Source: an optimization exercise on an open RTL-to-GDS flow (aim: small area, a short achievable clock period and few clock cycles per item). Production flows keep margins and buffers that such runs may drop. Function was checked by simulation only, so behaviour that the tests miss may differ from the original.

the baseline:
==> module result_store, before the edit <==
module result_store (
	input  logic                              clk,
	input  logic                              rd_go,     
	input  mvm_pkg::acc_t [mvm_pkg::ROWS-1:0] acc_s,
	input  mvm_pkg::acc_t [mvm_pkg::ROWS-1:0] acc_c,
	output mvm_pkg::acc_t                     data_out
);
	logic [mvm_pkg::ROWS-1:0] rd_oh;   
	mvm_pkg::acc_t            sel_s;
	mvm_pkg::acc_t            sel_c;
	always_comb begin
		sel_s = '0;
		sel_c = '0;
		for (int r = 0; r < mvm_pkg::ROWS; r++) begin
			sel_s |= acc_s[r] & {mvm_pkg::ACC_W{rd_oh[r]}};
			sel_c |= acc_c[r] & {mvm_pkg::ACC_W{rd_oh[r]}};
		end
	end
	always_ff @(posedge clk) begin
		rd_oh    <= rd_go ? mvm_pkg::ROWS'(1) : {rd_oh[mvm_pkg::ROWS-2:0], 1'b0};
		data_out <= sel_s + sel_c;
	end
endmodule
==> module mvm_top, before the edit <==
module mvm_top (
	input  logic           clk,
	input  logic           reset,
	input  logic           load_matrix,
	input  logic           load_vector,
	input  logic           start,
	input  mvm_pkg::elem_t data_in,
	output logic           done,
	output mvm_pkg::acc_t  data_out
);
	logic [mvm_pkg::ROWS-1:0] row_ins;
	logic                     vec_ins;
	logic [mvm_pkg::PH_W-1:0] x_sel;
	logic                     x_valid;
	logic                     rd_go;
	logic                     m_first;
	logic                     m_live;
	mvm_pkg::elem_t           data_q;
	mvm_pkg::elem_t           x_src;
	mvm_pkg::elem_t           x_ring_q;
	logic [9:0]               xm1, xm2, xm3, xn1, xn2;
	logic [9:0]               x_ext;
	logic [mvm_pkg::RING-1:0][mvm_pkg::DATA_W-1:0] x_slot;
	mvm_pkg::acc_t [mvm_pkg::ROWS-1:0] acc_s;
	mvm_pkg::acc_t [mvm_pkg::ROWS-1:0] acc_c;
	mvm_sequencer seq_i (
		.clk        (clk),
		.reset      (reset),
		.load_matrix(load_matrix),
		.load_vector(load_vector),
		.start      (start),
		.row_ins    (row_ins),
		.vec_ins    (vec_ins),
		.x_sel      (x_sel),
		.x_valid    (x_valid),
		.m_first    (m_first),
		.m_live     (m_live),
		.rd_go      (rd_go),
		.done       (done)
	);
	word_ram #(
		.WIDTH(mvm_pkg::DATA_W),
		.DEPTH(mvm_pkg::RING)
	) vec_ring_i (
		.clk  (clk),
		.ins  (vec_ins),
		.wdata(data_in),
		.slot (x_slot)
	);
	always_ff @(posedge clk) begin
		data_q <= data_in;
	end
	always_ff @(posedge clk) begin
		x_ring_q <= mvm_pkg::elem_t'(x_slot[x_sel]);
	end
	assign x_src = vec_ins ? data_in : x_ring_q;
	assign x_ext = 10'(x_src);
	always_ff @(posedge clk) begin
		xm1 <= x_valid ? x_ext : '0;
		xn1 <= x_valid ? -x_ext : '0;
		xm3 <= x_valid ? x_ext + (x_ext << 1) : '0;
	end
	assign xm2 = xm1 << 1;
	assign xn2 = xn1 << 1;
	for (genvar r = 0; r < mvm_pkg::ROWS; r++) begin : g_row
		mac_row #(
			.TAP((r + 1) % mvm_pkg::RING)
		) row_i (
			.clk     (clk),
			.ins     (row_ins[r]),
			.data_q  (data_q),
			.first   (m_first),
			.live    (m_live),
			.xm1     (xm1),
			.xm2     (xm2),
			.xm3     (xm3),
			.xn1     (xn1),
			.xn2     (xn2),
			.acc_s   (acc_s[r]),
			.acc_c   (acc_c[r])
		);
	end
	result_store res_i (
		.clk      (clk),
		.rd_go    (rd_go),
		.acc_s    (acc_s),
		.acc_c    (acc_c),
		.data_out (data_out)
	);
endmodule
export LEC_CHECK = 0
export ABC_AREA = 1
export CAP_MARGIN = 20
export CORE_MARGIN = 2
export CORE_UTILIZATION = 50
export CTS_CLUSTER_DIAMETER = 100
export CTS_CLUSTER_SIZE = 24
export SETUP_SLACK_MARGIN = 3.6
export SLEW_MARGIN = 20
create_clock -name core_clock -period 6.5 [get_ports {clk}]
run.sh (not shown) runs the stock make flow with config.mk's settings and CLKGATE_MAP_FILE= SYNTH_SCRIPT=/design/flow/synth_recipe.tcl, a recipe that flattens the netlist after the stock synthesis.
Testbench counts of the baseline, summed over its fixed seeds: cycles 10,104, items 192.
Input-level comparison between the candidate and the baseline:
--- a/flow/design.v
+++ b/flow/design.v
@@ -312,4 +312,5 @@
 	input  logic                              clk,
 	input  logic                              rd_go,     
+	input  logic                              first,     
 	input  mvm_pkg::acc_t [mvm_pkg::ROWS-1:0] acc_s,
 	input  mvm_pkg::acc_t [mvm_pkg::ROWS-1:0] acc_c,
@@ -319,8 +320,10 @@
 	mvm_pkg::acc_t            sel_s;
 	mvm_pkg::acc_t            sel_c;
+	mvm_pkg::acc_t            pre_s;
+	mvm_pkg::acc_t            pre_c;
 	always_comb begin
 		sel_s = '0;
 		sel_c = '0;
-		for (int r = 0; r < mvm_pkg::ROWS; r++) begin
+		for (int r = 1; r < mvm_pkg::ROWS; r++) begin
 			sel_s |= acc_s[r] & {mvm_pkg::ACC_W{rd_oh[r]}};
 			sel_c |= acc_c[r] & {mvm_pkg::ACC_W{rd_oh[r]}};
@@ -328,6 +331,8 @@
 	end
 	always_ff @(posedge clk) begin
-		rd_oh    <= rd_go ? mvm_pkg::ROWS'(1) : {rd_oh[mvm_pkg::ROWS-2:0], 1'b0};
-		data_out <= sel_s + sel_c;
+		rd_oh    <= rd_go ? mvm_pkg::ROWS'(2) : {rd_oh[mvm_pkg::ROWS-2:0], 1'b0};
+		pre_s    <= sel_s;
+		pre_c    <= sel_c;
+		data_out <= (first ? acc_s[0] : pre_s) + (first ? acc_c[0] : pre_c);
 	end
 endmodule
@@ -539,4 +544,5 @@
 		.clk      (clk),
 		.rd_go    (rd_go),
+		.first    (done),
 		.acc_s    (acc_s),
 		.acc_c    (acc_c),
Results
Compared to the baseline, the candidate has highest fanout seen on the critical path 13 higher.
The candidate — aggregate global-route resource usage 1.4 points lower, the baseline as reference
Source-to-sink clock delay at the later pin of the worst-skew pair is lower on the candidate
The candidate vs. the baseline: met3 track demand over resource in global routing now sits at about the same level, height of the chip now sits higher, final wirelength now sits lower, area of all placed cells without fillers now sits higher, number of non-filler instances in the completed layout now sits higher.
Testbench counts of the candidate, summed over its fixed seeds: cycles 10,104, items 192.

separate check: timing with driven ports:
No port has a modelled driver above. Below, the same layouts with a new extraction and two added sets of constraints. Step 1 sets driving cells, clkbuf_16 on the clock port and buf_2 on the other inputs (assumed; they add their load-dependent delay and slew). Step 2 times the ports against the registers' clock, not the clock port: input delays grow and output delays shrink by t, the midpoint of the rising clock arrivals with the driver on. a / b / c = ideal / step 1 / step 2; a / b = the first two.
run | shift t [ns] | setup WS [ns] | latest minus earliest clock arrival (ns) | worst register clock-pin slew, ns | cell pins on the clock port's net
the baseline | 0.941 | 3.502 / 3.502 / 2.956 | 0.077 / 0.078 | 0.11 / 0.11 | 1
the candidate | 0.939 | 3.464 / 3.464 / 2.875 | 0.055 / 0.055 | 0.12 / 0.12 | 1
After both steps setup and hold are still met in every run listed. The setup slack of the candidate, which loses most, moves by 0.000 ns with the drivers and by -0.589 ns with both steps.
